Context: an optimization exercise on an open-source flow, tuned for small area. The choices shown serve that exercise and are no tape-out recipe.
In this exercise RTL edits were held to simulation tests only and were not proved equivalent to the original.
Power figures rest on the tool's default switching activity, not on a simulated workload. No driver is modelled on the clock port, so clocking that relies on it looks cheaper here than on a real chip.

==> flow/design.v <==
package flanger_pkg;
  typedef struct packed {
    logic signed [15:0] left;
    logic signed [15:0] right;
  } sample_t;
  typedef enum logic [2:0] {
    IDLE,
    READ,
    FIN,
    OUT_REQ,
    SWAP,
    OUT_DONE,
    IN_ACK
  } ctrl_state_t;
endpackage
`timescale 1ns/1ps
module flanger_ctrl (
  input  logic clk,
  input  logic n_rst,
  input  logic in_req,
  input  logic out_ack,
  input  logic slot_end,
  input  logic at_tap,
  input  logic tap_reg,
  input  logic at_swap,
  output logic in_ack,
  output logic out_req,
  output logic rd_en,
  output logic fin,
  output logic swap,
  output logic stall
);
  flanger_pkg::ctrl_state_t state;
  flanger_pkg::ctrl_state_t next_state;
  assign rd_en = (state == flanger_pkg::READ) && (tap_reg || at_tap);
  assign fin   = (state == flanger_pkg::FIN);
  assign swap  = (state == flanger_pkg::SWAP) && at_swap;
  assign stall = swap && slot_end;
  always_ff @(posedge clk, negedge n_rst) begin
    if (!n_rst) begin
      state <= flanger_pkg::IDLE;
    end else begin
      state <= next_state;
    end
  end
  always_comb begin
    next_state = state;
    case (state)
      flanger_pkg::IDLE: begin
        if (in_req && slot_end) begin
          next_state = flanger_pkg::READ;
        end
      end
      flanger_pkg::READ: begin
        if (rd_en && slot_end) begin
          next_state = flanger_pkg::FIN;
        end
      end
      flanger_pkg::FIN: begin
        next_state = flanger_pkg::OUT_REQ;
      end
      flanger_pkg::OUT_REQ: begin
        if (out_ack && slot_end) begin
          next_state = flanger_pkg::SWAP;
        end
      end
      flanger_pkg::SWAP: begin
        if (stall) begin
          next_state = flanger_pkg::OUT_DONE;
        end
      end
      flanger_pkg::OUT_DONE: begin
        if (!out_ack) begin
          next_state = flanger_pkg::IN_ACK;
        end
      end
      flanger_pkg::IN_ACK: begin
        if (!in_req) begin
          next_state = flanger_pkg::IDLE;
        end
      end
      default: begin
        next_state = flanger_pkg::IDLE;
      end
    endcase
  end
  assign out_req = (state == flanger_pkg::OUT_REQ);
  assign in_ack  = (state == flanger_pkg::IN_ACK);
endmodule
`timescale 1ns/1ps
module sweep_addr_gen (
  input  logic               clk,
  input  logic               n_rst,
  input  logic               stall,
  output logic [3-1:0]  dig,
  output logic               slot_end,
  output logic               at_tap,
  output logic               tap_reg,
  output logic               at_swap,
  output logic               no_wet
);
  localparam int STEP_W = $clog2(8);
  localparam logic [6-1:0] TAP_LO = 6'(40 - 40);
  localparam logic [6-1:0] TAP_HI = 6'(40 - 4);
  logic [6-1:0] pos;
  logic [6-1:0] tap;
  logic [STEP_W-1:0] step_cnt;
  logic              dir_up;
  logic              first;
  assign slot_end = (dig == 3'(8 - 1));
  assign tap_reg  = (tap == TAP_LO);
  assign at_tap   = (pos == tap);
  assign at_swap  = (pos == 6'(1));
  assign no_wet   = first;
  always_ff @(posedge clk, negedge n_rst) begin
    if (!n_rst) begin
      dig <= '0;
      pos <= '0;
    end else begin
      dig <= dig + 1'b1;
      if (slot_end && !stall) begin
        pos <= (pos == 6'((40 - 1) - 1)) ? '0 : pos + 1'b1;
      end
    end
  end
  always_ff @(posedge clk, negedge n_rst) begin
    if (!n_rst) begin
      step_cnt <= '0;
      tap      <= TAP_HI;
      dir_up   <= 1'b1;
      first    <= 1'b1;
    end else if (stall) begin
      step_cnt <= step_cnt + 1'b1;
      if (step_cnt == STEP_W'(4 - 1)) begin
        first <= 1'b0;
      end
      if (step_cnt == STEP_W'(8 - 1)) begin
        if (dir_up) begin
          tap <= tap - 1'b1;
          if (tap - 1'b1 == TAP_LO) begin
            dir_up <= 1'b0;
          end
        end else begin
          tap <= tap + 1'b1;
          if (tap + 1'b1 == TAP_HI) begin
            dir_up <= 1'b1;
          end
        end
      end
    end
  end
endmodule
`timescale 1ns/1ps
module delay_line_ram (
  input  logic                clk,
  input  logic                wr_en,
  input  logic [4-1:0]   wr_digit,
  output logic [4-1:0]   rd_digit
);
  localparam int STAGES = (40 - 1) * 8;
  logic [4-1:0] ring [0:STAGES-1];
  always_ff @(posedge clk) begin
    ring[0] <= wr_en ? wr_digit : ring[STAGES-1];
    for (int i = 1; i < STAGES; i++) begin
      ring[i] <= ring[i-1];
    end
  end
  assign rd_digit = ring[STAGES-1];
endmodule
`timescale 1ns/1ps
module flanger_mixer (
  input  logic                 clk,
  input  logic                 rd_en,
  input  logic                 fin,
  input  logic                 swap,
  input  logic                 wet_reg,
  input  logic [3-1:0]    dig,
  input  logic                 flanger_en,
  input  logic                 no_wet,
  input  logic [4-1:0]    dry,
  input  logic [4-1:0]    ring_digit,
  output flanger_pkg::sample_t mix_out
);
  logic [4-1:0] fr [0:8-1];
  logic [4-1:0] wet;
  logic [4-1:0] b;
  logic [4-1:0] res;
  logic [4-1:0] fr_in;
  logic              first_dig;
  logic              last_dig;
  logic              shift;
  logic              cy_r;
  logic              cy_l;
  logic              h_r;
  logic              h_l;
  assign wet = wet_reg ? fr[8-1] : ring_digit;
  assign b = flanger_en ? (no_wet ? '0 : wet) : dry;
  assign first_dig = (dig == '0);
  assign last_dig  = (dig == 3'(8 - 1));
  logic c0_r, s0_r, c1_r, s1_r, x_r;
  logic c0_l, s0_l, c1_l, s1_l, x_l;
  always_comb begin
    {c0_r, s0_r} = dry[0] + b[0] + (cy_r & !first_dig);
    {c1_r, s1_r} = dry[1] + b[1] + c0_r;
    {c0_l, s0_l} = dry[2] + b[2] + (cy_l & !first_dig);
    {c1_l, s1_l} = dry[3] + b[3] + c0_l;
    x_r = dry[1] ^ b[1] ^ c1_r;
    x_l = dry[3] ^ b[3] ^ c1_l;
  end
  assign res   = fin ? {cy_l, h_l, cy_r, h_r} : {s0_l, h_l, s0_r, h_r};
  assign fr_in = swap ? ring_digit : res;
  assign shift = swap || fin || (rd_en && (wet_reg || !first_dig));
  always_ff @(posedge clk) begin
    cy_r <= last_dig ? x_r : c1_r;
    cy_l <= last_dig ? x_l : c1_l;
    if (rd_en) begin
      h_r <= s1_r;
      h_l <= s1_l;
    end
    if (shift) begin
      fr[0] <= fr_in;
      for (int i = 1; i < 8; i++) begin
        fr[i] <= fr[i-1];
      end
    end
  end
  always_comb begin
    for (int k = 0; k < 8; k++) begin
      mix_out.right[2*k]   = fr[8-1-k][0];
      mix_out.right[2*k+1] = fr[8-1-k][1];
      mix_out.left[2*k]    = fr[8-1-k][2];
      mix_out.left[2*k+1]  = fr[8-1-k][3];
    end
  end
endmodule
`timescale 1ns/1ps
module flanger_top (
  input  logic                 clk,
  input  logic                 n_rst,
  input  logic                 flanger_en,
  input  logic                 in_req,
  input  logic                 out_ack,
  input  flanger_pkg::sample_t in_data,
  output logic                 in_ack,
  output logic                 out_req,
  output flanger_pkg::sample_t out_data
);
  logic                rd_en;
  logic                fin;
  logic                swap;
  logic                stall;
  logic                slot_end;
  logic                at_tap;
  logic                tap_reg;
  logic                at_swap;
  logic                no_wet;
  logic [3-1:0]   dig;
  logic [4-1:0]   in_digit;
  logic [4-1:0]   rd_digit;
  assign in_digit = {in_data.left[2*dig+1], in_data.left[2*dig],
                     in_data.right[2*dig+1], in_data.right[2*dig]};
  flanger_ctrl u_ctrl (
    .clk      (clk),
    .n_rst    (n_rst),
    .in_req   (in_req),
    .out_ack  (out_ack),
    .slot_end (slot_end),
    .at_tap   (at_tap),
    .tap_reg  (tap_reg),
    .at_swap  (at_swap),
    .in_ack   (in_ack),
    .out_req  (out_req),
    .rd_en    (rd_en),
    .fin      (fin),
    .swap     (swap),
    .stall    (stall)
  );
  sweep_addr_gen u_addr (
    .clk      (clk),
    .n_rst    (n_rst),
    .stall    (stall),
    .dig      (dig),
    .slot_end (slot_end),
    .at_tap   (at_tap),
    .tap_reg  (tap_reg),
    .at_swap  (at_swap),
    .no_wet   (no_wet)
  );
  delay_line_ram u_ram (
    .clk      (clk),
    .wr_en    (swap),
    .wr_digit (in_digit),
    .rd_digit (rd_digit)
  );
  flanger_mixer u_mixer (
    .clk        (clk),
    .rd_en      (rd_en),
    .fin        (fin),
    .swap       (swap),
    .wet_reg    (tap_reg),
    .dig        (dig),
    .flanger_en (flanger_en),
    .no_wet     (no_wet),
    .dry        (in_digit),
    .ring_digit (rd_digit),
    .mix_out    (out_data)
  );
endmodule
==> flow/flow/run.sh <==
#!/bin/bash
# Standard layout (standard.sh, unchanged synthesis) with two changes:
# a clock tree of fewer, larger leaf clusters without dummy loads, and the
# smallest buffer on each port.
set -e
export CTS_ARGS="-sink_clustering_enable -repair_clock_nets -sink_clustering_size 20 -sink_clustering_max_diameter 50 -buf_list sky130_fd_sc_hd__clkbuf_8 -root_buf sky130_fd_sc_hd__clkbuf_16 -sink_buffer_max_cap_derate 1.0 -dont_use_dummy_load"
export BUFFER_PORTS_ARGS="-buffer_cell sky130_fd_sc_hd__buf_1"
bash standard.sh > standard.log 2>&1
==> flow/standard.sh <==
#!/bin/bash
# synth_recipe.tcl (not shown) runs the flow's synth.tcl, then flattens the netlist and writes it again
# the make line also repeats each setting of config.mk as NAME=value (left out here)
make -C /OpenROAD-flow-scripts/flow DESIGN_CONFIG=/design/flow/config.mk WORK_HOME=/design/flow/orfs CLKGATE_MAP_FILE= SYNTH_SCRIPT=/design/flow/synth_recipe.tcl "${@:-finish}"
==> flow/config.mk <==
export PLATFORM = sky130hd
export DESIGN_NAME = flanger_top
export DESIGN_NICKNAME = flanger_top
export VERILOG_FILES = /design/flow/design.v
export SDC_FILE = /design/flow/constraint.sdc
export NUM_CORES = 4
export LEC_CHECK = 0
export CAP_MARGIN = 20
export CORE_MARGIN = 2
export CORE_UTILIZATION = 40
export PLACE_DENSITY = 0.6
export SLEW_MARGIN = 20
==> flow/constraint.sdc <==
create_clock -name core_clock -period 6.0 [get_ports {clk}]
set_input_delay 1.2000 -clock core_clock [delete_from_list [all_inputs] [get_ports {clk}]]
set_output_delay 1.2000 -clock core_clock [all_outputs]
set_load 0.01 [all_outputs]
==> impl_metrics.toml, run 1 <==
[grt]
grt-busiest-layer = "met1"
grtUsageMet2 = 0.1173
grt_overflow = 0
grtUsageMet1 = 0.1286
grt_pass1_wl_um = 52780
grt_pass1_vias = 10315
antenna_found_initial = 0
grtUsageTotal = 0.08746
grt_start_max_net_pins = 33
grt_util_met3 = 0.02583

[cts]
post-cts-setup-buffers = 0
clk_latency_ns = 0.60
h-tree-depth = 3
cts_hold_buffers = 0
cts_tree = "done"
cts_inserted_buffers = 90
clk_pin_slew_worst_paths_ns = 0.11
ctsResizeCount = 0
cts-root-buf = "clkbuf_16"
cts.sinks = 1307
cts_buffer_depth = 3

[setup_path]
endpoint_kind = "output pin"
path_buf_inv = 1
critPathKind = "reg2out"
cp_data_required_time_ns = 4.80
start_kind = "flop"
worstRegToRegCells = 6
critPathMaxFanout = 11
arrival_ns = 1.98
r2r_slack_ns = 3.02
critical-path-max-stage-delay_ns = 0.51
path_cells = "nor2b_1, and2_1, buf_1"
rr_endpoint = "u_mixer.cy_r"
r2r_start = "u_addr.dig[0]"
crit_start = "u_ctrl.state[2]"
cp_top_family = "simple AND/OR/NAND/NOR gates"
crit_slowest_cell = "dfrtp_1"

[synth]
synth-seq-cells = 1307
synth_area_per_cell_um2 = 18.74
synth_cell_types = 54
seq_area_frac_synth = 0.9451
synth_area_um2 = 28170
synth-simple-area-share = 0.01306
synth_cells = 1503
ys.flop_type = "dfxtp_1"
yosysWarnings = 6
syn_nets = 1558
synth_mux_area_frac = 0.01230
synthAdderAreaFrac = 0.009594
synth_edf_count = 34
synth_xor_area_frac = 0.004042
synthArstFlopShare = 0.01760
synth-compound-area-share = 0.01110
synth_top_family_by_area = "simple AND/OR/NAND/NOR gates"

[sta]
rsz0062_at_grt = "no"
hold_slack_ns = 0.2621
fmax_mhz = 314.5
worstMarginPinSlew_ns = 0.5431
clock-skew-final_ns = 0.05765
finalCriticalPeriod_ns = 3.179
timing.final.setup_violations = 0
slew_headroom = 0.6379
slew_violations = 0
hold_violations = 0
tns_ns = 0
post-route-period-util = 0.5299

[floorplanning]
core_area_um2 = 69910
start_util = 0.4030
die_area_um2 = 72570
row_count = 97
ios = 71
die_h_um = 269.4
die-width_um = 269.4

[outcome]
outcome = "complete, no violations"

[min_path]
min_from = "u_ram.ring[176][1]"
hold_path_class = "reg2reg"
worstHoldPathCells = 0
min_to = "u_ram.ring[177][1]"

[drt]
antenna_left = 0
num_vias = 9929
dr.pass1.iters = 5
routed_wl_um = 30750
avgViaCountPerCell = 3.832
wl_per_cell_um = 11.87
route.detailed.drc = 0
initialDrtViolationCount = 491

[power]
powerDensity_nw_per_um2 = 428.9
leakage_nw = 12.10
ir_worst_vdd_mv = 0.1976

[finish]
utilization = 0.4420
regMostFlops = "u_ram.ring"
drive_above_1_share = 0.07087
postLayoutCellArea_um2 = 30900
largest_registers = "u_ram.ring: 1248 flops, u_mixer.fr: 32 flops"
antenna_cells = 0
synthToLayoutAreaGrowth_pct = 9.682
nets = 1708
largest_register_ff_count = 1248
fillers = 6138

[flow_run]
timing.max_cap.violations = 0

[placed_design]
place_area_um2 = 29560
dp_hpwl_um = 15790
io_buffers = 70
place_congestion = 0.7722
cell usage in the layout (no fill, tap or decap), types with 2 or more instances in the layout:
| master | n |
|---|---|
| and2_1 | 7 |
| buf_1 | 70 |
| a21o_1 | 2 |
| or3_1 | 2 |
| nand4_1 | 3 |
| ha_1 | 12 |
| dfxtp_1 | 1250 |
| clkbuf_16 | 9 |
| inv_1 | 18 |
| nor2b_1 | 3 |
| fa_1 | 6 |
| clkbuf_8 | 81 |
| a21oi_1 | 10 |
| o21ai_0 | 13 |
| mux2i_1 | 11 |
| dfstp_2 | 4 |
| and3_1 | 2 |
| nand3_1 | 9 |
| o22ai_1 | 4 |
| nand2_1 | 10 |
| mux2_2 | 5 |
| a211oi_1 | 2 |
| nand2b_1 | 3 |
| a22o_1 | 3 |
| xor2_1 | 11 |
| buf_4 | 2 |
| nor2_1 | 11 |
| edfxtp_1 | 34 |
| dfrtp_1 | 19 |
| xnor2_1 | 2 |
| nor3b_1 | 2 |
| mux4_2 | 8 |
worst max-delay path by stage:
| stage | to | slack (ns) | cells after the start |
|---|---|---|---|
| 2_1_floorplan | u_mixer.fr[0][0] | 2.80 | 5 |
| 3_3_place_gp | u_mixer.cy_r | 2.57 | 7 |
| 3_5_place_dp | u_mixer.cy_r | 2.53 | 7 |
| 4_1_cts | in_ack | 2.74 | 3 |
| 5_1_grt | in_ack | 2.65 | 3 |
| 6_report | in_ack | 2.82 | 3 |
power breakdown:
group	switching, W	total [W]	internal, W
Sequential	0.000106	0.00903	0.00892
Combinational	0.000255	0.000380	0.000125
Clock	0.00235	0.00384	0.00149
cell families (layout without fill, tap and decap cells):
logic type / count (synthesis) / in the layout
AOI/OAI and AO/OA: 47 / 47
xor gates and xnor gates: 13 / 13
adders and majority gates: 18 / 18
buffers and inverters: 32 / 180
DFF: 1307 / 1307
muxes: 24 / 24
and+or+nand+nor: 62 / 62
metrics by stage:
step / total power, W / worst slack, ns / instances
global route: 0.01382 / 2.647 / 2591
detailed placement: 0.009616 / 2.531 / 2501
finish: 0.01325 / 2.821 / 2591
CTS: 0.01346 / 2.740 / 2591
floorplan: 0.009422 / 2.797 / 1503
global placement: 0.009599 / 2.573 / 2501
metal layers:
metal,routed length (um),share of wire,vias to the layer above
li1,-,-,4977
met1,16330,0.53,4728
met2,12030,0.39,148
met3,1354,0.044,76
met4,1030,0.034,0
met5,0,0,-
synthesized netlist by cell type, drive strengths merged, types with 5 or more instances:
cell | instances | area share
and2 | 7 | 0.0016
xor2 | 11 | 0.0034
ha | 12 | 0.0053
buf | 6 | 0.0013
nor2 | 12 | 0.0017
mux2i | 11 | 0.0039
a21oi | 10 | 0.0018
nand2 | 10 | 0.0013
dfxtp | 1250 | 0.89
clkbuf | 8 | 0.0011
inv | 18 | 0.0024
fa | 6 | 0.0043
mux4 | 8 | 0.0064
mux2 | 5 | 0.0020
o21ai | 13 | 0.0023
edfxtp | 34 | 0.036
nand3 | 10 | 0.0020
dfrtp | 19 | 0.017
cell type report:
| class | instances | area [um^2] | area share |
|---|---|---|---|
| tap | 940 | 1176 | 0.03806 |
| timing repair buffer | 72 | 277.8 | 0.008990 |
| clock buffer | 90 | 1340 | 0.04337 |
| sequential | 1307 | 26630 | 0.8617 |
| multi-input combinational | 164 | 1411 | 0.04568 |
| inverter | 18 | 67.56 | 0.002187 |
==> run 2: changes to the inputs <==
--- a/flow/design.v
+++ b/flow/design.v
@@ -102,6 +102,15 @@
   localparam int STEP_W = $clog2(8);
-  localparam logic [6-1:0] TAP_LO = 6'(40 - 40);
-  localparam logic [6-1:0] TAP_HI = 6'(40 - 4);
-  logic [6-1:0] pos;
-  logic [6-1:0] tap;
+  localparam logic [5:0] L0  = 6'b000001;
+  localparam logic [5:0] L1  = 6'b000010;
+  localparam logic [5:0] L35 = 6'b001011;    
+  localparam logic [5:0] L36 = 6'b010110;    
+  localparam logic [5:0] L38 = 6'b011011;    
+  function automatic logic [5:0] step(input logic [5:0] x);
+    step = {x[4:0], x[5] ^ x[4]};
+  endfunction
+  function automatic logic [5:0] unstep(input logic [5:0] x);
+    unstep = {x[0] ^ x[5], x[5:1]};
+  endfunction
+  logic [5:0]        pos;
+  logic [5:0]        tap;
   logic [STEP_W-1:0] step_cnt;
@@ -110,5 +119,5 @@
   assign slot_end = (dig == 3'(8 - 1));
-  assign tap_reg  = (tap == TAP_LO);
+  assign tap_reg  = (tap == L0);
   assign at_tap   = (pos == tap);
-  assign at_swap  = (pos == 6'(1));
+  assign at_swap  = (pos == L1);
   assign no_wet   = first;
@@ -117,3 +126,3 @@
       dig <= '0;
-      pos <= '0;
+      pos <= L0;
     end else begin
@@ -121,3 +130,3 @@
       if (slot_end && !stall) begin
-        pos <= (pos == 6'((40 - 1) - 1)) ? '0 : pos + 1'b1;
+        pos <= (pos == L38) ? L0 : step(pos);
       end
@@ -128,3 +137,3 @@
       step_cnt <= '0;
-      tap      <= TAP_HI;
+      tap      <= L36;
       dir_up   <= 1'b1;
@@ -138,4 +147,4 @@
         if (dir_up) begin
-          tap <= tap - 1'b1;
-          if (tap - 1'b1 == TAP_LO) begin
+          tap <= unstep(tap);
+          if (tap == L1) begin
             dir_up <= 1'b0;
@@ -143,4 +152,4 @@
         end else begin
-          tap <= tap + 1'b1;
-          if (tap + 1'b1 == TAP_HI) begin
+          tap <= step(tap);
+          if (tap == L35) begin
             dir_up <= 1'b1;
@@ -215,6 +224,4 @@
     cy_l <= last_dig ? x_l : c1_l;
-    if (rd_en) begin
-      h_r <= s1_r;
-      h_l <= s1_l;
-    end
+    h_r  <= s1_r;
+    h_l  <= s1_l;
     if (shift) begin
==> flow/flow/run.sh (replaced) <==
#!/bin/bash
# Standard layout (standard.sh, unchanged synthesis) with two changes:
# a clock tree of fewer, larger leaf clusters without dummy loads, and the
# smallest buffer on each port.
set -e
export CTS_ARGS="-sink_clustering_enable -repair_clock_nets -sink_clustering_size 20 -sink_clustering_max_diameter 100 -buf_list sky130_fd_sc_hd__clkbuf_8 -root_buf sky130_fd_sc_hd__clkbuf_16 -sink_buffer_max_cap_derate 1.0 -dont_use_dummy_load"
export BUFFER_PORTS_ARGS="-buffer_cell sky130_fd_sc_hd__buf_1"
bash standard.sh > standard.log 2>&1
==> run 2 against run 1 <==
  * Critical path type unchanged
  * Wire length is 2.6% lower
  * Sequential cell count stayed put
  * Non-clock buffer count is 1 lower
  * Sequential share of layout area is 1.0 points higher
  * Synthesized area is 0.60% lower
  * Critical endpoint is now out_req
  * Clock power is 7.6% lower
  * Synthesized cell count is 1.5% lower
  * Total power is 3.6% lower
==> impl_metrics.toml, run 2 <==
[synth]
synth_cell_types = 48
synth-seq-cells = 1307
synthTopCellsByArea = "dfxtp_1 (90%), edfxtp_1 (3.4%), dfrtp_1 (1.5%), mux4_2 (0.64%), dfstp_2 (0.56%)"
ys.flop_type = "dfxtp_1"
synth_area_um2 = 28000
yosysWarnings = 6
synthDominantCellAreaShare = 0.8951
seq_area_frac_synth = 0.9503
syn_nets = 1533
synth_cells = 1481
synth_commonest_cells = "dfxtp_1 (1,252), edfxtp_1 (32), inv_1 (20)"
synthArstFlopShare = 0.01760
yosys.area.top_type = "dfxtp_1"
synth_edf_count = 32
synth.most_common_cell = "dfxtp_1"
synth_area_per_cell_um2 = 18.91

[placed_design]
io_buffers = 70
place_area_um2 = 29380
dp_hpwl_um = 15210
place_congestion = 0.7765

[finish]
antenna_cells = 0
most-common-layout-cells = "dfxtp_1 (1,252), buf_1 (69), clkbuf_8 (66)"
regMostFlops = "u_ram.ring"
fillers = 6096
largest_registers = "u_ram.ring: 1248 flops, u_mixer.fr: 32 flops"
nets = 1669
synthToLayoutAreaGrowth_pct = 8.986
drive_above_1_share = 0.06440
final_common_cell = "dfxtp_1"
postLayoutCellArea_um2 = 30520
utilization = 0.4381
largest_register_ff_count = 1248

[setup_path]
critPathMaxFanout = 11
arrival_ns = 1.79
endpoint_kind = "output pin"
cp_data_required_time_ns = 4.80
critPathKind = "reg2out"
start_kind = "flop"

[sta]
slew_violations = 0
finalCriticalPeriod_ns = 2.987
hold_violations = 0
rsz0062_at_grt = "no"
worstMarginPinSlew_ns = 0.6816
post-route-period-util = 0.4978
timing.final.setup_violations = 0
hold_slack_ns = 0.2877
clock-skew-final_ns = 0.03915
fmax_mhz = 334.8
tns_ns = 0
slew_headroom = 0.5456

[power]
ir_worst_vdd_mv = 0.2223
leakage_nw = 11.89
powerDensity_nw_per_um2 = 418.6

[floorplanning]
ios = 71
row_count = 97
core_area_um2 = 69660
die_h_um = 268.6
start_util = 0.4019
die_area_um2 = 72130
die-width_um = 268.6

[drt]
initialDrtViolationCount = 426
route.detailed.drc = 0
wl_per_cell_um = 11.72
antenna_left = 0
dr.pass1.iters = 4
num_vias = 9650
avgViaCountPerCell = 3.777
routed_wl_um = 29960

[cts]
cts_inserted_buffers = 75
cts_tree = "done"
clk_pin_slew_worst_paths_ns = 0.11
cts-root-buf = "clkbuf_16"
ctsResizeCount = 0
cts_buffer_depth = 3
post-cts-setup-buffers = 0
cts.sinks = 1307
h-tree-depth = 3
clk_latency_ns = 0.59
cts_hold_buffers = 0

[outcome]
outcome = "complete, no violations"

[grt]
grt_overflow = 0
grtUsageTotal = 0.08755
antenna_found_initial = 0
grt_pass1_wl_um = 51120
grt_pass1_vias = 10019
grt_start_max_net_pins = 33

[flow_run]
timing.max_cap.violations = 0

[min_path]
hold_path_class = "reg2reg"
==> run 2: cell count changes in the layout (fill, tap and decap cells not counted), sizes merged, moves of 3 or more <==
cell | before | now
a31oi | 1 | 4
xor2 | 11 | 0
a21oi | 10 | 3
nor2 | 12 | 5
mux2i | 11 | 15
nand2 | 10 | 15
o21ai | 13 | 18
ha | 12 | 9
xnor2 | 2 | 7
and2 | 7 | 3
clkbuf | 90 | 76
==> run 2: layer usage <==
metal	vias to the layer above	GRT usage	wire length, um
met5	-	0	0
met4	0	0.04114	1008
met3	74	0.02566	1162
met2	106	0.1159	11450
met1	4599	0.1302	16340
li1	4871	-	-
==> run 2: cell families after synthesis <==
group,share of synthesized area
XOR/XNOR,0.002190
adder cells (fa/ha/maj),0.008312
flip-flops,0.9503
AO/OA/AOI/OAI,0.008401
buffers and inverters,0.005004
multiplexers,0.01461
AND/OR/NAND/NOR,0.01122
==> run 2: metrics by stage <==
stage	setup WS (ns)	std cells	total power, W
after CTS	2.937	2555	0.01297
final	3.013	2555	0.01277
after global placement	2.617	2480	0.009417
after floorplan	2.869	1481	0.009286
after global routing	2.852	2555	0.01335
after detailed placement	2.562	2480	0.009425
==> run 2: final cells by class <==
class	count	area [um^2]	area share
Tap cell	940	1176	0.03854
Multi-Input combinational cell	142	1252	0.04104
Sequential cell	1307	26610	0.8719
Timing Repair Buffer	71	271.5	0.008897
Clock buffer	75	1134	0.03715
Inverter	20	75.07	0.002460
==> run 2: worst max-delay path, cell delays in order, from the launching register on <==
cell and delay [ns]:
dfrtp_1 0.55, inv_1 0.14, nor3b_1 0.29, buf_1 0.24
==> run 2: path summary, 6_finish.rpt <==
path                                     from            endpoint  cells past startpoint  slack, ns
max                           u_ctrl.state[0]             out_req                      3       3.01
min                        u_ram.ring[138][2]  u_ram.ring[139][2]                      0       0.29
max reg2reg                     u_addr.dig[0]        u_mixer.cy_r                      6       3.13
min reg2reg                u_ram.ring[138][2]  u_ram.ring[139][2]                      0       0.29
max in group asynchronous               n_rst       u_addr.pos[4]                      1       4.92
min in group asynchronous               n_rst       u_addr.pos[3]                      1       0.63
==> run 2: report_power, final <==
| group | internal, W | switching, W |
|---|---|---|
| sequential | 0.00884 | 0.0000705 |
| clock | 0.00127 | 0.00228 |
| combinational | 0.000107 | 0.000200 |
| total | 0.0102 | 0.00255 |
==> run 3: changes to the inputs <==
==> flow/flow/run.sh (replaced) <==
#!/bin/bash
# Standard layout (standard.sh, unchanged synthesis) with two changes:
# a clock tree of fewer, larger leaf clusters without dummy loads, and the
# smallest buffer on each port.
set -e
export CTS_ARGS="-sink_clustering_enable -repair_clock_nets -sink_clustering_size 20 -sink_clustering_max_diameter 100 -buf_list sky130_fd_sc_hd__clkbuf_8 -root_buf sky130_fd_sc_hd__clkbuf_8 -sink_buffer_max_cap_derate 1.0 -dont_use_dummy_load"
export BUFFER_PORTS_ARGS="-buffer_cell sky130_fd_sc_hd__buf_1"
bash standard.sh > standard.log 2>&1
==> run 3 against run 2 <==
  * Via count grew 0.34%
  * Clock skew grew 0.019 ns
  * Largest power group unchanged
  * Sequential share of layout area grew 0.28 points
  * Non-clock buffer count is the same
  * Highest routed layer unchanged
  * Still clean
  * Hold slack lost 0.0061 ns
  * Sequential cell count is the same
  * Synthesized cell count is the same
==> impl_metrics.toml, run 3 <==
[synth]
synthDominantCellAreaShare = 0.8951
synthArstFlopShare = 0.01760
synth_edf_count = 32
synth_area_um2 = 28000
synth_cell_types = 48
synth-seq-cells = 1307
yosys.area.top_type = "dfxtp_1"
synthTopCellsByArea = "dfxtp_1 (90%), edfxtp_1 (3.4%), dfrtp_1 (1.5%), mux4_2 (0.64%), dfstp_2 (0.56%)"
synth_commonest_cells = "dfxtp_1 (1,252), edfxtp_1 (32), inv_1 (20)"
synth.most_common_cell = "dfxtp_1"
ys.flop_type = "dfxtp_1"
synth_area_per_cell_um2 = 18.91
synth_cells = 1481
seq_area_frac_synth = 0.9503
yosysWarnings = 6
syn_nets = 1533

[min_path]
hold_path_class = "reg2reg"
min_to = "u_ram.ring[26][2]"
min_from = "u_ram.ring[25][2]"
worstHoldPathCells = 0

[sta]
hold_slack_ns = 0.2816
hold_violations = 0
post-route-period-util = 0.5091
rsz0062_at_grt = "no"
timing.final.setup_violations = 0
finalCriticalPeriod_ns = 3.055
worstMarginPinSlew_ns = 0.6835
tns_ns = 0
slew_headroom = 0.5443
slew_violations = 0
fmax_mhz = 327.4
clock-skew-final_ns = 0.05836

[drt]
wl_per_cell_um = 11.68
route.detailed.drc = 0
avgViaCountPerCell = 3.788
antenna_left = 0
dr.pass1.iters = 4
routed_wl_um = 29870
num_vias = 9683
initialDrtViolationCount = 431

[floorplanning]
ios = 71
die-width_um = 268.6
die_area_um2 = 72130
row_count = 97
start_util = 0.4019
core_area_um2 = 69660
die_h_um = 268.6

[placed_design]
place_congestion = 0.7765
io_buffers = 70
dp_hpwl_um = 15210

[setup_path]
r2r_slack_ns = 3.13
worstRegToRegCells = 6
rr_endpoint = "u_mixer.cy_r"
critPathMaxFanout = 11
endpoint_kind = "output pin"
r2r_start = "u_addr.dig[0]"
arrival_ns = 1.85
start_kind = "flop"
critPathKind = "reg2out"
cp_data_required_time_ns = 4.80

[finish]
drive_above_1_share = 0.06440
final_common_cell = "dfxtp_1"
synthToLayoutAreaGrowth_pct = 8.633
largest_register_ff_count = 1248
most-common-layout-cells = "dfxtp_1 (1,252), clkbuf_8 (75), buf_1 (69)"
nets = 1669
largest_registers = "u_ram.ring: 1248 flops, u_mixer.fr: 32 flops"
regMostFlops = "u_ram.ring"

[cts]
cts_inserted_buffers = 75
cts-root-buf = "clkbuf_8"
cts_buffer_depth = 3
h-tree-depth = 3
clk_latency_ns = 0.67
cts.sinks = 1307
cts_tree = "done"
cts_hold_buffers = 0
clk_pin_slew_worst_paths_ns = 0.11
post-cts-setup-buffers = 0
ctsResizeCount = 0

[outcome]
outcome = "complete, no violations"

[flow_run]
timing.max_cap.violations = 0

[power]
leakage_nw = 11.84
combinationalPowerShare = 0.024
seq_power_share = 0.706
p_switching_w = 0.002534
p_int_w = 0.01009
swShare = 0.2008
ir_worst_vdd_mv = 0.2219
clkPwrFrac = 0.269
powerDensity_nw_per_um2 = 414.9

[grt]
grt_start_max_net_pins = 33
grtUsageTotal = 0.08757
grt_pass1_vias = 10018
grt_overflow = 0
grt_pass1_wl_um = 51030
antenna_found_initial = 1
run 3: how the worst max path moves through the flow:
stage	start	to	slack, ns	cells after the start
floorplan	in_data[14]	u_mixer.cy_r	2.87	6
global placement	in_data[14]	u_mixer.cy_r	2.62	7
detailed placement	in_data[12]	u_mixer.cy_r	2.56	7
CTS	u_ctrl.state[0]	out_req	2.83	3
global route	u_ctrl.state[0]	out_req	2.75	3
finish	u_ctrl.state[0]	out_req	2.95	3
run 3: power by group through the flow:
stage / Clock (W) / Sequential (W) / Combinational (W)
2_1_floorplan: 0 / 0.00911 / 0.000175
3_5_place_dp: 0 / 0.00911 / 0.000312
6_report: 0.00340 / 0.00891 / 0.000307
3_3_place_gp: 0 / 0.00911 / 0.000307
4_1_cts: 0.00359 / 0.00892 / 0.000312
5_1_grt: 0.00393 / 0.00893 / 0.000337
run 3: stage by stage:
step           area, um^2  utilization  setup WS, ns  total power (W)  std cells
3_5_place_dp        29380       0.4218         2.562         0.009425       2480
2_1_floorplan       28000            -         2.869         0.009286       1481
4_1_cts             30420       0.4366         2.826          0.01282       2555
3_3_place_gp        29380       0.4218         2.617         0.009417       2480
6_report            30420       0.4366         2.945          0.01262       2556
5_1_grt             30420       0.4366         2.753          0.01319       2556
run 3: cells by family after synthesis:
kind of cell,Yosys count,synth area share
AO/OA/AOI/OAI,38,0.008401
XOR/XNOR,7,0.002190
adder cells (fa/ha/maj),15,0.008312
buffers and inverters,32,0.005004
flip-flops,1307,0.9503
multiplexers,30,0.01461
AND/OR/NAND/NOR,52,0.01122
run 3: cell type report:
type,count,area (um^2)
timing repair buffer,71,271.5
multi-input combinational,142,1252
clock buffer,75,1032
fill,6113,39250
sequential,1307,26610
tap,940,1176
inverter,20,75.07
antenna,1,2.502
run 3: layer usage:
metal	GRT usage	up-vias	part of all wire
li1	-	4868	-
met1	0.1301	4619	0.54
met2	0.1151	113	0.38
met3	0.02594	83	0.040
met4	0.04279	0	0.034
met5	0	-	0
run 3: critical path, cell delays in order, from the launching register on:
cell and delay (ns):
dfrtp_1 0.55, inv_1 0.14, nor3b_1 0.28, buf_1 0.23
==> run 4: changes to the inputs <==
==> flow/flow/run.sh (replaced) <==
#!/bin/bash
# Standard layout (standard.sh, unchanged synthesis) with two changes:
# a clock tree of fewer, larger leaf clusters driven by buf_12 (about the
# drive of clkbuf_16 at less area) without dummy loads, and the smallest
# buffer on each port.
set -e
export CTS_ARGS="-sink_clustering_enable -repair_clock_nets -sink_clustering_size 32 -sink_clustering_max_diameter 100 -buf_list sky130_fd_sc_hd__buf_12 -root_buf sky130_fd_sc_hd__buf_12 -sink_buffer_max_cap_derate 1.0 -dont_use_dummy_load"
export BUFFER_PORTS_ARGS="-buffer_cell sky130_fd_sc_hd__buf_1"
bash standard.sh > standard.log 2>&1
==> run 4 against run 3 <==
  * Hold slack got worse by 0.015 ns
  * Die area unchanged
  * First-iteration DRC count up 8.8%
  * Sequential cell count did not move
  * Clock skew rose by 0.014 ns
  * Synthesized cell count is the same
  * Clock power increased by 4%
  * Via count down 1.9%
  * Critical path type is now reg2reg
==> impl_metrics.toml, run 4 <==
[synth]
yosys.area.top_type = "dfxtp_1"
synth_area_um2 = 28000
ys.flop_type = "dfxtp_1"
synthTopCellsByArea = "dfxtp_1 (90%), edfxtp_1 (3.4%), dfrtp_1 (1.5%), mux4_2 (0.64%), dfstp_2 (0.56%)"
synth-seq-cells = 1307
synth_commonest_cells = "dfxtp_1 (1,252), edfxtp_1 (32), inv_1 (20)"
synth_cell_types = 48
synth_edf_count = 32
synth.most_common_cell = "dfxtp_1"
synth_area_per_cell_um2 = 18.91
synth_cells = 1481
synthArstFlopShare = 0.01760
synthDominantCellAreaShare = 0.8951
yosysWarnings = 6
syn_nets = 1533
seq_area_frac_synth = 0.9503

[setup_path]
crit_slowest_cell = "dfrtp_1"
critical-path-max-stage-delay_ns = 0.68
r2r_start = "u_addr.dig[0]"
critPathMaxFanout = 10
worstRegToRegCells = 6
rr_endpoint = "u_mixer.cy_r"
critPathKind = "reg2reg"
path_cells = "mux4_2, mux2i_1, inv_1, fa_1, fa_1, mux2_2"
endpoint_kind = "flop"
r2r_slack_ns = 3.02
cp_data_required_time_ns = 6.39
start_kind = "flop"
arrival_ns = 3.37
cp_common_cell = "fa_1"

[grt]
grt_start_max_net_pins = 33
grt_pass1_vias = 9698
grt_overflow = 0
grt_pass1_wl_um = 49820
antenna_found_initial = 0
grtUsageTotal = 0.08459

[finish]
drive_above_1_share = 0.04789
layout.cells.non_filler = 2527
postLayoutCellArea_um2 = 30320
largest_registers = "u_ram.ring: 1248 flops, u_mixer.fr: 32 flops"
most-common-layout-cells = "dfxtp_1 (1,252), buf_1 (69), buf_12 (47)"
nets = 1641
largest_register_ff_count = 1248
antenna_cells = 0
final_common_cell = "dfxtp_1"
synthToLayoutAreaGrowth_pct = 8.298
regArea_um2 = 26610
multi_input_area_um2 = 1252
fillers = 6115
regMostFlops = "u_ram.ring"

[floorplanning]
die-width_um = 268.6
start_util = 0.4019
row_count = 97
die_h_um = 268.6
die_area_um2 = 72130
ios = 71
core_area_um2 = 69660

[cts]
clk_pin_slew_worst_paths_ns = 0.11
cts-root-buf = "buf_12"
ctsResizeCount = 0
cts_tree = "done"
post-cts-setup-buffers = 0
h-tree-depth = 2
cts_inserted_buffers = 47
clk_latency_ns = 0.56
cts_buffer_depth = 3
cts.sinks = 1307
cts_hold_buffers = 0

[min_path]
worstHoldPathCells = 0
min_to = "u_ram.ring[133][3]"
min_from = "u_ram.ring[132][3]"
hold_path_class = "reg2reg"

[placed_design]
place_area_um2 = 29380
io_buffers = 70
dp.cells = 2480
dp_hpwl_um = 15210
place_congestion = 0.7765

[power]
seq_power_share = 0.699
combinationalPowerShare = 0.024
ir_worst_vdd_mv = 0.2194
swShare = 0.2014
powerDensity_nw_per_um2 = 420.1
p_int_w = 0.01018
leakage_nw = 11.75
p_switching_w = 0.002566
clkPwrFrac = 0.277
power.total_w = 0.01274

[outcome]
outcome = "complete, no violations"

[drt]
routed_wl_um = 29530
dr.pass1.iters = 4
num_vias = 9498
avgViaCountPerCell = 3.759
initialDrtViolationCount = 469
wl_per_cell_um = 11.68
antenna_left = 0
route.detailed.drc = 0

[sta]
hold_violations = 0
slew_violations = 0
tns_ns = 0
post-route-period-util = 0.4972
finalCriticalPeriod_ns = 2.983
slew_headroom = 0.5464
rsz0062_at_grt = "no"
clock-skew-final_ns = 0.07202
timing.final.setup_violations = 0
fmax_mhz = 335.2
worstMarginPinSlew_ns = 0.6804

[flow_run]
timing.max_cap.violations = 0
-- run 4: how the worst max path moves through the flow --
stage / to / startpoint / slack, ns
2_1_floorplan: u_mixer.cy_r / in_data[14] / 2.87
3_3_place_gp: u_mixer.cy_r / in_data[14] / 2.62
3_5_place_dp: u_mixer.cy_r / in_data[12] / 2.56
4_1_cts: out_req / u_ctrl.state[0] / 2.94
5_1_grt: u_mixer.cy_r / u_addr.dig[0] / 2.86
6_report: u_mixer.cy_r / u_addr.dig[0] / 3.02
-- run 4: metrics by stage --
step                      worst slack, ns  hold WS [ns]  utilization
final                               3.017        0.2666       0.4353
after global routing                2.857        0.2599       0.4353
after CTS                           2.941        0.2684       0.4353
after detailed placement            2.562        0.3121       0.4218
after global placement              2.617        0.3107       0.4218
after floorplan                     2.869        0.3096            -
-- run 4: logic make-up after synthesis --
family                   count (synthesis)  synth area share
AND/OR/NAND/NOR                         52           0.01122
adder cells (fa/ha/maj)                 15          0.008312
buffers and inverters                   32          0.005004
multiplexers                            30           0.01461
AO/OA/AOI/OAI                           38          0.008401
flip-flops                            1307            0.9503
XOR/XNOR                                 7          0.002190
-- run 4: layout make-up --
type,instances,area share
well taps,940,0.03879
flip-flops and latches,1307,0.8775
inverters,20,0.002476
multi-input cells,142,0.04130
clock buffers,47,0.03103
repair buffers,71,0.008954
-- run 4: power groups by stage --
| stage | combinational (W) | clock [W] | sequential, W |
|---|---|---|---|
| 2_1_floorplan | 0.000175 | 0 | 0.00911 |
| 3_3_place_gp | 0.000307 | 0 | 0.00911 |
| 3_5_place_dp | 0.000312 | 0 | 0.00911 |
| 4_1_cts | 0.000312 | 0.00369 | 0.00891 |
| 5_1_grt | 0.000337 | 0.00399 | 0.00893 |
| 6_report | 0.000306 | 0.00352 | 0.00891 |
-- run 4: per-layer routing --
metal | routed length (um) | vias to the layer above | track usage | part of all wire
li1 | - | 4824 | - | -
met1 | 16450 | 4527 | 0.1302 | 0.56
met2 | 11260 | 90 | 0.1133 | 0.38
met3 | 960 | 57 | 0.01872 | 0.033
met4 | 858 | 0 | 0.03589 | 0.029
met5 | 0 | - | 0 | 0
-- run 4: worst max-delay path: cells and delay by family (launching register included) --
family	cells	cell delay, ns
adder cells (fa/ha/maj)	2	0.87
multiplexers	3	1.15
buffers and inverters	1	0.11
flip-flops	1	0.68
==> run 5: changes to the inputs <==
--- a/flow/design.v
+++ b/flow/design.v
@@ -102,12 +102,11 @@
   localparam int STEP_W = $clog2(8);
-  localparam logic [5:0] L0  = 6'b000001;
-  localparam logic [5:0] L1  = 6'b000010;
-  localparam logic [5:0] L35 = 6'b001011;    
-  localparam logic [5:0] L36 = 6'b010110;    
-  localparam logic [5:0] L38 = 6'b011011;    
+  localparam logic [5:0] L0  = 6'b000101;
+  localparam logic [5:0] L1  = 6'b001011;
+  localparam logic [5:0] L36 = 6'b000000;    
+  localparam logic [5:0] L38 = 6'b000011;    
   function automatic logic [5:0] step(input logic [5:0] x);
-    step = {x[4:0], x[5] ^ x[4]};
+    step = {x[4:0], ~(x[5] ^ x[4])};
   endfunction
   function automatic logic [5:0] unstep(input logic [5:0] x);
-    unstep = {x[0] ^ x[5], x[5:1]};
+    unstep = {~(x[0] ^ x[5]), x[5:1]};
   endfunction
@@ -116,4 +115,6 @@
   logic [STEP_W-1:0] step_cnt;
-  logic              dir_up;
-  logic              first;
+  logic              dir_dn;
+  logic              at_end;
+  logic              turn_dn;
+  logic              started;
   assign slot_end = (dig == 3'(8 - 1));
@@ -122,3 +123,3 @@
   assign at_swap  = (pos == L1);
-  assign no_wet   = first;
+  assign no_wet   = !started;
   always_ff @(posedge clk, negedge n_rst) begin
@@ -126,3 +127,3 @@
       dig <= '0;
-      pos <= L0;
+      pos <= L36;
     end else begin
@@ -134,2 +135,4 @@
   end
+  assign at_end  = dir_dn ? (tap == L36) : tap_reg;
+  assign turn_dn = dir_dn ^ at_end;
   always_ff @(posedge clk, negedge n_rst) begin
@@ -138,4 +141,4 @@
       tap      <= L36;
-      dir_up   <= 1'b1;
-      first    <= 1'b1;
+      dir_dn   <= 1'b0;
+      started  <= 1'b0;
     end else if (stall) begin
@@ -143,16 +146,7 @@
       if (step_cnt == STEP_W'(4 - 1)) begin
-        first <= 1'b0;
+        started <= 1'b1;
       end
       if (step_cnt == STEP_W'(8 - 1)) begin
-        if (dir_up) begin
-          tap <= unstep(tap);
-          if (tap == L1) begin
-            dir_up <= 1'b0;
-          end
-        end else begin
-          tap <= step(tap);
-          if (tap == L35) begin
-            dir_up <= 1'b1;
-          end
-        end
+        tap    <= turn_dn ? step(tap) : unstep(tap);
+        dir_dn <= turn_dn;
       end
==> flow/flow/run.sh (replaced) <==
#!/bin/bash
# Standard layout (standard.sh, unchanged synthesis) with three changes:
# the combinational logic re-mapped for area after floorplanning
# (restructure.tcl), a clock tree of fewer, larger leaf clusters driven by
# buf_12 (about the drive of clkbuf_16 at less area) without dummy loads,
# and the smallest buffer on each port. ORFS writes each step's log under
# orfs/logs; make's own output goes to standard.log.
set -e
export POST_FLOORPLAN_TCL="$PWD/flow/restructure.tcl"
export CTS_ARGS="-sink_clustering_enable -repair_clock_nets -sink_clustering_size 32 -sink_clustering_max_diameter 100 -buf_list sky130_fd_sc_hd__buf_12 -root_buf sky130_fd_sc_hd__buf_12 -sink_buffer_max_cap_derate 1.0 -dont_use_dummy_load"
export BUFFER_PORTS_ARGS="-buffer_cell sky130_fd_sc_hd__buf_1"
bash standard.sh > standard.log 2>&1
==> flow/flow/restructure.tcl (new file) <==
# Run after floorplanning: re-map the combinational logic for area with
# OpenROAD's restructure (ABC). Registers and their names are left alone.
set lib $::env(PLATFORM_DIR)/lib/sky130_fd_sc_hd__tt_025C_1v80.lib
set rmp_dir $::env(RESULTS_DIR)/rmp
file mkdir $rmp_dir
restructure -target area -liberty_file $lib \
  -tielo_port sky130_fd_sc_hd__conb_1/LO -tiehi_port sky130_fd_sc_hd__conb_1/HI \
  -work_dir $rmp_dir
report_design_area
==> run 5 against run 4 <==
  * Hold slack better by 0.024 ns
  * Cell count is 0.83% higher
  * Still clean on timing, DRC and antenna
  * Setup slack worse by 0.90 ns
  * Via count is 2.7% higher
  * Critical path depth is 3 higher
  * Synthesized area hardly changed
  * Critical endpoint is now u_addr.tap[4]
  * Die area hardly changed
  * Largest cell class unchanged
  * Maximum frequency is 23% lower
  * Highest routed layer unchanged
  * Non-clock buffer count is 1 higher
==> impl_metrics.toml, run 5 <==
[outcome]
outcome = "complete, no violations"

[setup_path]
cp_common_cell = "clkinv_1"
rr_endpoint = "u_addr.tap[4]"
r2r_start = "u_addr.pos[3]"
r2r_slack_ns = 2.12
critPathMaxFanout = 15
path_cells = "clkinv_1, or4_1, nor3_1, clkinv_1, nor3_1, clkinv_1, nor2_1, clkinv_1, o22ai_1"
critPathKind = "reg2reg"
worstRegToRegCells = 9
crit_slowest_cell = "or4_1"
cp_data_required_time_ns = 6.44
start_kind = "flop"
arrival_ns = 4.32
cp_top_family = "simple AND/OR/NAND/NOR gates"
endpoint_kind = "flop"
path_buf_inv = 4
critical-path-max-stage-delay_ns = 0.56

[cts]
post-cts-setup-buffers = 0
h-tree-depth = 2
cts_inserted_buffers = 46
cts-root-buf = "buf_12"
clk_latency_ns = 0.57
cts_buffer_depth = 3
clk_pin_slew_worst_paths_ns = 0.11
ctsResizeCount = 0
cts.sinks = 1307
cts_tree = "done"
cts_hold_buffers = 0

[sta]
tns_ns = 0
finalCriticalPeriod_ns = 3.880
timing.final.setup_violations = 0
fmax_mhz = 257.7
rsz0062_at_grt = "no"
post-route-period-util = 0.6467
hold_violations = 0
slew_violations = 0
clock-skew-final_ns = 0.05259
worstMarginPinSlew_ns = 0.6906
slew_headroom = 0.5361

[min_path]
hold_path_class = "reg2reg"
worstHoldPathCells = 0
min_from = "u_ram.ring[297][1]"
min_to = "u_ram.ring[298][1]"

[power]
combinationalPowerShare = 0.017
powerDensity_nw_per_um2 = 419.9
p_switching_w = 0.002507
ir_worst_vdd_mv = 0.2182
swShare = 0.1986
leakage_nw = 11.50
clkPwrFrac = 0.278
p_int_w = 0.01012
seq_power_share = 0.705

[synth]
yosysWarnings = 6
synth_edf_count = 32
seq_area_frac_synth = 0.9505
synth_commonest_cells = "dfxtp_1 (1,252), edfxtp_1 (32), dfrtp_1 (23)"
synthArstFlopShare = 0.01760
yosys.area.top_type = "dfxtp_1"
synthDominantCellAreaShare = 0.8956
syn_nets = 1530
synth_cells = 1479
synth_area_per_cell_um2 = 18.92
synth_cell_types = 44
synthTopCellsByArea = "dfxtp_1 (90%), edfxtp_1 (3.4%), dfrtp_1 (2.1%), mux4_2 (0.72%), mux2i_1 (0.50%)"
synth_area_um2 = 27980
synth.most_common_cell = "dfxtp_1"
ys.flop_type = "dfxtp_1"
synth-seq-cells = 1307

[floorplanning]
core_area_um2 = 68950
die_h_um = 268.5
ios = 71
die_area_um2 = 72090
row_count = 96
start_util = 0.4059
die-width_um = 268.5

[drt]
num_vias = 9759
dr.pass1.iters = 5
initialDrtViolationCount = 445
wl_per_cell_um = 11.75
antenna_left = 0
avgViaCountPerCell = 3.830
route.detailed.drc = 0
routed_wl_um = 29930

[finish]
largest_register_ff_count = 1248
final_common_cell = "dfxtp_1"
regMostFlops = "u_ram.ring"
largest_registers = "u_ram.ring: 1248 flops, u_mixer.fr: 32 flops"
nets = 1656
most-common-layout-cells = "dfxtp_1 (1,252), buf_1 (70), buf_12 (46)"
fillers = 6046
synthToLayoutAreaGrowth_pct = 7.449
drive_above_1_share = 0.02968
postLayoutCellArea_um2 = 30070
antenna_cells = 0

[grt]
grtUsageTotal = 0.08456
grt_overflow = 0
grt_pass1_vias = 9750
grt_start_max_net_pins = 33
grt_pass1_wl_um = 50120
antenna_found_initial = 0

[flow_run]
timing.max_cap.violations = 0

[placed_design]
place_area_um2 = 29150
dp_hpwl_um = 15500
place_congestion = 0.7729
io_buffers = 70
run 5: cell count changes after synthesis, sizes merged, moves of 3 or more:
cell / before / now
xnor2: 7 / 1
nor3: 0 / 3
nor2: 5 / 14
xor2: 0 / 6
nand2: 15 / 9
o21ai: 18 / 8
a21oi: 3 / 13
dfrtp: 17 / 23
nand3b: 1 / 4
dfstp: 6 / 0
nand3: 9 / 0
nand4: 4 / 0
run 5: how the worst max path moves through the flow:
| stage | startpoint | to | cells past startpoint |
|---|---|---|---|
| after floorplan | u_addr.tap[5] | u_mixer.fr[0][0] | 7 |
| after global placement | u_addr.pos[4] | u_addr.tap[2] | 10 |
| after detailed placement | u_addr.pos[3] | u_addr.tap[4] | 9 |
| after CTS | u_addr.pos[3] | u_addr.tap[4] | 9 |
| after global routing | u_addr.pos[0] | u_addr.tap[4] | 9 |
| final | u_addr.pos[3] | u_addr.tap[4] | 9 |
run 5: worst register-to-register path: cells and delay by family (launching register included):
family	cells	cell delay [ns]
and+or+nand+nor	4	1.96
buffers and inverters	4	1.15
DFF	1	0.40
AOI/OAI and AO/OA	1	0.27
run 5: power groups by stage:
stage	combinational [W]	sequential (W)	clock, W
final	0.000209	0.00890	0.00351
after global routing	0.000229	0.00892	0.00395
after CTS	0.000209	0.00890	0.00365
after detailed placement	0.000208	0.00910	0
after global placement	0.000205	0.00910	0
after floorplan	0.000158	0.00917	0
run 5: layout make-up:
| class | count | area, um^2 | area share |
|---|---|---|---|
| Sequential cell | 1307 | 26600 | 0.8847 |
| Tap cell | 931 | 1165 | 0.03874 |
| Inverter | 38 | 142.6 | 0.004744 |
| Timing Repair Buffer | 72 | 277.8 | 0.009238 |
| Multi-Input combinational cell | 154 | 962.2 | 0.03200 |
| Clock buffer | 46 | 920.9 | 0.03063 |
run 5: through the flow:
step,hold slack [ns],std cells,worst slack (ns),util,power [W]
detailed placement,0.3121,2502,2.222,0.4228,0.009311
finish,0.2910,2548,2.120,0.4361,0.01263
floorplan,0.3096,1479,2.000,-,0.009323
global route,0.2912,2548,1.846,0.4361,0.01310
global placement,0.3121,2502,2.512,0.4228,0.009307
CTS,0.2834,2548,2.203,0.4361,0.01276
run 5: cells by family after synthesis:
group / share of synthesized area
buffers and inverters: 0.004247
adders and majority gates: 0.007869
and+or+nand+nor: 0.008629
xor gates and xnor gates: 0.002191
muxes: 0.01547
DFF: 0.9505
AOI/OAI and AO/OA: 0.01104
run 5: metal layers:
layer,vias to the layer above,wire length [um],global-route usage
li1,4981,-,-
met1,4605,16540,0.1301
met2,111,11250,0.1130
met3,62,1187,0.01909
met4,0,951,0.03589
met5,-,0,0
==> run 6: changes to the inputs <==
--- a/flow/flow/run.sh
+++ b/flow/flow/run.sh
@@ -9,3 +9,3 @@
 export POST_FLOORPLAN_TCL="$PWD/flow/restructure.tcl"
-export CTS_ARGS="-sink_clustering_enable -repair_clock_nets -sink_clustering_size 32 -sink_clustering_max_diameter 100 -buf_list sky130_fd_sc_hd__buf_12 -root_buf sky130_fd_sc_hd__buf_12 -sink_buffer_max_cap_derate 1.0 -dont_use_dummy_load"
+export CTS_ARGS="-sink_clustering_enable -repair_clock_nets -sink_clustering_size 34 -sink_clustering_max_diameter 100 -buf_list sky130_fd_sc_hd__buf_12 -root_buf sky130_fd_sc_hd__buf_12 -sink_buffer_max_cap_derate 1.0 -dont_use_dummy_load"
 export BUFFER_PORTS_ARGS="-buffer_cell sky130_fd_sc_hd__buf_1"
==> run 6 against run 5 <==
  * Setup slack got worse by 0.0048 ns
  * Maximum frequency fell by 0.12%
  * First-iteration DRC count rose by 5.2%
  * Cell count barely moved
  * Synthesized cell count did not move
  * Register-to-register slack barely moved
  * Combinational power barely moved
  * Critical path type unchanged
==> impl_metrics.toml, run 6 <==
[sta]
timing.final.setup_violations = 0
post-route-period-util = 0.6475
worstMarginPinSlew_ns = 0.7071
slew_violations = 0
finalCriticalPeriod_ns = 3.885
fmax_mhz = 257.4
rsz0062_at_grt = "no"
tns_ns = 0
hold_violations = 0
slew_headroom = 0.5250
clock-skew-final_ns = 0.08083

[synth]
synth-seq-cells = 1307
synth.most_common_cell = "dfxtp_1"
synth_cells = 1479
synth_area_um2 = 27980
synth_mux_area_frac = 0.01547
synth_area_per_cell_um2 = 18.92
synth-compound-area-share = 0.01104
yosysWarnings = 6
syn_nets = 1530
synth_xor_area_frac = 0.002191
synth_commonest_cells = "dfxtp_1 (1,252), edfxtp_1 (32), dfrtp_1 (23)"
synthTopCellsByArea = "dfxtp_1 (90%), edfxtp_1 (3.4%), dfrtp_1 (2.1%), mux4_2 (0.72%), mux2i_1 (0.50%)"
seq_area_frac_synth = 0.9505
synth_top_family_by_area = "multiplexers"
ys.flop_type = "dfxtp_1"
synthArstFlopShare = 0.01760
synthDominantCellAreaShare = 0.8956
synthAdderAreaFrac = 0.007869
yosys.area.top_type = "dfxtp_1"
synth_cell_types = 44
synth_edf_count = 32
synth-simple-area-share = 0.008629

[cts]
ctsResizeCount = 0
clk_pin_slew_worst_paths_ns = 0.12
h-tree-depth = 2
cts.sinks = 1307
cts_buffer_depth = 3
post-cts-setup-buffers = 0
cts-root-buf = "buf_12"
cts_inserted_buffers = 44
cts_hold_buffers = 0
cts_tree = "done"
clk_latency_ns = 0.57

[floorplanning]
row_count = 96
ios = 71
start_util = 0.4059
die-width_um = 268.5
core_area_um2 = 68950
die_h_um = 268.5
die_area_um2 = 72090

[finish]
largest_register_ff_count = 1248
most-common-layout-cells = "dfxtp_1 (1,252), buf_1 (70), buf_12 (44)"
nets = 1654
final_common_cell = "dfxtp_1"
regMostFlops = "u_ram.ring"
drive_above_1_share = 0.02848
antenna_cells = 0
fillers = 6036
largest_registers = "u_ram.ring: 1248 flops, u_mixer.fr: 32 flops"
layout.cells.non_filler = 2546
synthToLayoutAreaGrowth_pct = 7.306

[power]
clkPwrFrac = 0.273
swShare = 0.1967
p_switching_w = 0.002465
powerDensity_nw_per_um2 = 417.5
seq_power_share = 0.710
ir_worst_vdd_mv = 0.1926
p_int_w = 0.01007
combinationalPowerShare = 0.017
leakage_nw = 11.48

[grt]
grt_overflow = 0
grtUsageTotal = 0.08384
grt_pass1_vias = 9661
antenna_found_initial = 0
grt_start_max_net_pins = 35
grt_pass1_wl_um = 49760

[setup_path]
crit_start = "u_addr.pos[3]"
critPathKind = "reg2reg"
critPathMaxFanout = 15
endpoint_kind = "flop"
start_kind = "flop"
r2r_slack_ns = 2.11
arrival_ns = 4.31
cp_data_required_time_ns = 6.43
r2r_start = "u_addr.pos[3]"

[flow_run]
timing.max_cap.violations = 0

[placed_design]
place_congestion = 0.7729
io_buffers = 70
dp.cells = 2502
dp_hpwl_um = 15500

[outcome]
outcome = "complete, no violations"

[drt]
wl_per_cell_um = 11.63
routed_wl_um = 29620
antenna_left = 0
dr.pass1.iters = 4
route.detailed.drc = 0
avgViaCountPerCell = 3.841
initialDrtViolationCount = 468
num_vias = 9778

[min_path]
min_from = "u_ram.ring[71][0]"
hold_path_class = "reg2reg"
[run 6: layout make-up]
cell class,instances,area [um^2],share of cell area
tap,931,1165,0.03879
timing repair buffer,72,277.8,0.009250
inverter,38,142.6,0.004750
multi-input combinational,154,962.2,0.03204
sequential,1307,26600,0.8858
clock buffer,44,880.8,0.02933
[run 6: worst paths after layout]
path                                 endpoint  cells past startpoint
setup / recovery                u_addr.tap[4]                      9
max in group asynchronous       u_addr.dig[0]                      2
hold / removal              u_ram.ring[72][0]                      0
min in group asynchronous  u_addr.step_cnt[1]                      2
setup reg to reg                u_addr.tap[4]                      9
hold reg to reg             u_ram.ring[72][0]                      0
[run 6: power by group through the flow]
stage / Combinational [W] / Sequential [W] / Clock, W
global placement: 0.000205 / 0.00910 / 0
global route: 0.000229 / 0.00892 / 0.00386
detailed placement: 0.000208 / 0.00910 / 0
floorplan: 0.000158 / 0.00917 / 0
CTS: 0.000209 / 0.00891 / 0.00357
finish: 0.000208 / 0.00890 / 0.00343
[run 6: logic make-up after synthesis]
family | count (synthesis)
AOI/OAI and AO/OA | 47
xor gates and xnor gates | 7
adders and majority gates | 14
buffers and inverters | 30
DFF | 1307
muxes | 31
and+or+nand+nor | 43
[run 6: worst max-delay path, cell delays in order, from the launching register on]
cell and delay [ns]:
dfrtp_1 0.40, clkinv_1 0.14, or4_1 0.57, nor3_1 0.57, clkinv_1 0.55, nor3_1 0.39
clkinv_1 0.15, nor2_1 0.45, clkinv_1 0.32, o22ai_1 0.27
[run 6: metal layers]
metal	vias to the layer above	track usage	share of wire
li1	4979	-	-
met1	4613	0.1298	0.56
met2	118	0.1117	0.38
met3	68	0.01872	0.034
met4	0	0.03483	0.032
met5	-	0	0
[run 6: per-stage QoR]
step	hold WS (ns)	instance area [um^2]	setup WS, ns	util	power [W]
after floorplan	0.3096	27980	2.000	-	0.009323
after global placement	0.3121	29150	2.512	0.4228	0.009307
after detailed placement	0.3121	29150	2.222	0.4228	0.009311
after CTS	0.2755	30030	2.217	0.4355	0.01269
after global routing	0.2865	30030	1.857	0.4355	0.01302
final	0.2849	30030	2.115	0.4355	0.01254
==> run 7: changes to the inputs <==
--- a/flow/design.v
+++ b/flow/design.v
@@ -118,3 +118,2 @@
   logic              turn_dn;
-  logic              started;
   assign slot_end = (dig == 3'(8 - 1));
@@ -123,3 +122,3 @@
   assign at_swap  = (pos == L1);
-  assign no_wet   = !started;
+  assign no_wet   = !dir_dn && (tap == L36) && !step_cnt[STEP_W-1];
   always_ff @(posedge clk, negedge n_rst) begin
@@ -142,8 +141,4 @@
       dir_dn   <= 1'b0;
-      started  <= 1'b0;
     end else if (stall) begin
       step_cnt <= step_cnt + 1'b1;
-      if (step_cnt == STEP_W'(4 - 1)) begin
-        started <= 1'b1;
-      end
       if (step_cnt == STEP_W'(8 - 1)) begin
--- a/flow/flow/restructure.tcl
+++ b/flow/flow/restructure.tcl
@@ -2,5 +2,36 @@
 # OpenROAD's restructure (ABC). Registers and their names are left alone.
-set lib $::env(PLATFORM_DIR)/lib/sky130_fd_sc_hd__tt_025C_1v80.lib
+# restructure reads a liberty file directly and ignores set_dont_use, so it
+# gets a copy of the platform's library without the don't-use cells.
+proc write_lib_without {src dst patterns} {
+  set in [open $src r]
+  set out [open $dst w]
+  set skip 0
+  set depth 0
+  while {[gets $in line] >= 0} {
+    if {!$skip && [regexp {^\s*cell\s*\(\s*"?([A-Za-z0-9_]+)"?\s*\)} $line -> name]} {
+      foreach p $patterns {
+        if {[string match $p $name]} {
+          set skip 1
+          set depth 0
+          break
+        }
+      }
+    }
+    if {$skip} {
+      incr depth [expr {[regexp -all {\{} $line] - [regexp -all {\}} $line]}]
+      if {$depth <= 0 && [string first "\}" $line] >= 0} {
+        set skip 0
+      }
+      continue
+    }
+    puts $out $line
+  }
+  close $in
+  close $out
+}
+
 set rmp_dir $::env(RESULTS_DIR)/rmp
 file mkdir $rmp_dir
+set lib $rmp_dir/restructure.lib
+write_lib_without $::env(PLATFORM_DIR)/lib/sky130_fd_sc_hd__tt_025C_1v80.lib $lib $::env(DONT_USE_CELLS)
 restructure -target area -liberty_file $lib \
==> run 7 against run 6 <==
  * First-iteration DRC count is 41% higher
  * Maximum frequency increased by 21%
  * Total power down 1.3%
  * Non-clock buffer count stayed put
  * Synthesized cell count down 0.41%
  * Sequential cell count is 1 lower
==> impl_metrics.toml, run 7 <==
[sta]
slew_headroom = 0.4655
tns_ns = 0
hold_violations = 0
worstMarginPinSlew_ns = 0.7915
finalCriticalPeriod_ns = 3.204
timing.final.setup_violations = 0
hold_slack_ns = 0.2729
post-route-period-util = 0.5341
fmax_mhz = 312.1
slew_violations = 0
rsz0062_at_grt = "no"
clock-skew-final_ns = 0.06723

[outcome]
outcome = "complete, no violations"

[setup_path]
worstRegToRegCells = 9
r2r_slack_ns = 2.80
cp_data_required_time_ns = 6.42
start_kind = "flop"
endpoint_kind = "flop"
critPathMaxFanout = 18
critPathKind = "reg2reg"
arrival_ns = 3.62

[cts]
cts_tree = "done"
cts_hold_buffers = 0
h-tree-depth = 2
clk_pin_slew_worst_paths_ns = 0.12
ctsResizeCount = 0
cts_inserted_buffers = 44
clk_latency_ns = 0.57
cts.sinks = 1306
cts_buffer_depth = 3
post-cts-setup-buffers = 0
cts-root-buf = "buf_12"

[grt]
grt-busiest-layer = "met1"
grtUsageTotal = 0.08154
grt_start_max_net_pins = 35
grt_util_met3 = 0.01915
grt_pass1_wl_um = 48470
antenna_found_initial = 0
grtUsageMet2 = 0.1082
grtUsageMet1 = 0.1249
grt_overflow = 0
grt_pass1_vias = 9494

[flow_run]
timing.max_cap.violations = 0

[drt]
routed_wl_um = 29200
wl_per_cell_um = 11.51
initialDrtViolationCount = 659
avgViaCountPerCell = 3.844
antenna_left = 0
num_vias = 9752
route.detailed.drc = 0
dr.pass1.iters = 5

[power]
leakage_nw = 11.47
powerDensity_nw_per_um2 = 412.6
ir_worst_vdd_mv = 0.1961

[synth]
synth_area_um2 = 27950
synth_cells = 1473
synth_area_per_cell_um2 = 18.97
synth-seq-cells = 1306
yosys.area.top_type = "dfxtp_1"
synth.most_common_cell = "dfxtp_1"
seq_area_frac_synth = 0.9508
synthTopCellsByArea = "dfxtp_1 (90%), edfxtp_1 (3.4%), dfrtp_1 (2.0%), mux4_2 (0.64%), mux2_2 (0.48%)"
synthArstFlopShare = 0.01685
syn_nets = 1523
synth_commonest_cells = "dfxtp_1 (1,252), edfxtp_1 (32), dfrtp_1 (22)"
synth_edf_count = 32
synth_cell_types = 51
yosysWarnings = 6
ys.flop_type = "dfxtp_1"
synthDominantCellAreaShare = 0.8968

[finish]
utilization = 0.4357
layout.cells.non_filler = 2537
nets = 1645
drive_above_1_share = 0.02927
synthToLayoutAreaGrowth_pct = 7.292
postLayoutCellArea_um2 = 29990
final_common_cell = "dfxtp_1"
most-common-layout-cells = "dfxtp_1 (1,252), buf_1 (70), buf_12 (44)"
fillers = 5897
regMostFlops = "u_ram.ring"
largest_registers = "u_ram.ring: 1248 flops, u_mixer.fr: 32 flops"
antenna_cells = 0
largest_register_ff_count = 1248

[floorplanning]
core_area_um2 = 68830
die-width_um = 268.3
start_util = 0.4061
die_h_um = 268.3
ios = 71
die_area_um2 = 72000
row_count = 96

[min_path]
hold_path_class = "reg2reg"
worstHoldPathCells = 0

[placed_design]
dp.cells = 2493
dp_hpwl_um = 14740
place_congestion = 0.7334
io_buffers = 70
place_area_um2 = 29110
## run 7: worst max-delay path, stage by stage, from the launching register on
cell	delay (ns)
dfrtp_1	0.69
clkinv_1	0.55
nor2_1	0.34
nand2_1	0.28
clkinv_1	0.27
and3_1	0.23
and2_0	0.20
nand2_1	0.22
o21ai_0	0.21
o21ai_0	0.10
## run 7: layout make-up
cell class,instances,area [um^2],area share
inverter,34,127.6,0.004256
multi-input combinational,150,960.9,0.03204
tap,931,1165,0.03885
timing repair buffer,72,277.8,0.009263
sequential,1306,26580,0.8862
clock buffer,44,880.8,0.02937
## run 7: final timing paths
| path | end | startpoint |
|---|---|---|
| worst max-delay path | u_addr.dir_dn | u_addr.dig[1] |
| worst min-delay path | u_ram.ring[201][0] | u_ram.ring[200][0] |
| worst max register to register | u_addr.dir_dn | u_addr.dig[1] |
| worst min register to register | u_ram.ring[201][0] | u_ram.ring[200][0] |
| max in group asynchronous | u_addr.dig[0] | n_rst |
| min in group asynchronous | u_ctrl.state[0] | n_rst |
## run 7: stage by stage
step	setup WS, ns	total power [W]
after CTS	2.843	0.01253
after floorplan	2.659	0.009081
after global routing	2.459	0.01284
after detailed placement	2.560	0.009146
final	2.796	0.01237
after global placement	2.755	0.009139
## run 7: cells by family (layout without fill, tap and decap cells)
| kind of cell | Yosys count | after routing | synth area share |
|---|---|---|---|
| multiplexers | 29 | 0 | 0.01450 |
| adder cells (fa/ha/maj) | 13 | 0 | 0.007431 |
| AO/OA/AOI/OAI | 50 | 99 | 0.01258 |
| flip-flops | 1306 | 1306 | 0.9508 |
| buffers and inverters | 27 | 150 | 0.003940 |
| AND/OR/NAND/NOR | 41 | 51 | 0.008505 |
| XOR/XNOR | 7 | 0 | 0.002194 |
## run 7: power breakdown
| part | switching, W | internal (W) |
|---|---|---|
| sequential | 0.0000358 | 0.00876 |
| clock | 0.00227 | 0.00115 |
| combinational | 0.0000953 | 0.0000541 |
| total | 0.00240 | 0.00997 |
## run 7: per-layer routing
| layer | wire length, um | share of wire | vias to the layer above |
|---|---|---|---|
| met4 | 948 | 0.032 | 0 |
| met1 | 16020 | 0.55 | 4528 |
| met5 | 0 | 0 | - |
| met3 | 1472 | 0.050 | 68 |
| li1 | - | - | 4962 |
| met2 | 10750 | 0.37 | 194 |

## static timing again, ports no longer ideal
No port has a modelled driver above. Below, the same layouts with a new extraction and two added sets of constraints. Step 1 assumes that a clkbuf_16 drives the clock port and a buf_2 every other input. Step 2 times the ports against the registers' clock, not the clock port: input delays grow and output delays shrink by t, the midpoint of the rising clock arrivals with the driver on. Slacks: no drivers / after step 1 / after step 2; pairs: no drivers / after step 1.
run | t (ns) | setup slack, ns | worst data-port slew with drivers (ns)
run 1 | 0.627 | 2.821 / 2.765 / 2.523 | 0.05
run 2 | 0.631 | 3.013 / 2.955 / 2.612 | 0.05
run 3 | 0.702 | 2.945 / 2.893 / 2.613 | 0.05
run 4 | 0.586 | 3.017 / 2.964 / 2.538 | 0.05
run 5 | 0.599 | 2.120 / 2.120 / 2.120 | 0.05
run 6 | 0.581 | 2.115 / 2.115 / 2.115 | 0.05
run 7 | 0.600 | 2.796 / 2.796 / 2.518 | 0.05
After both steps setup and hold are still met in every run listed. For run 4, which loses most, drivers alone change the setup slack by -0.053 ns; drivers and shift together by -0.479 ns.
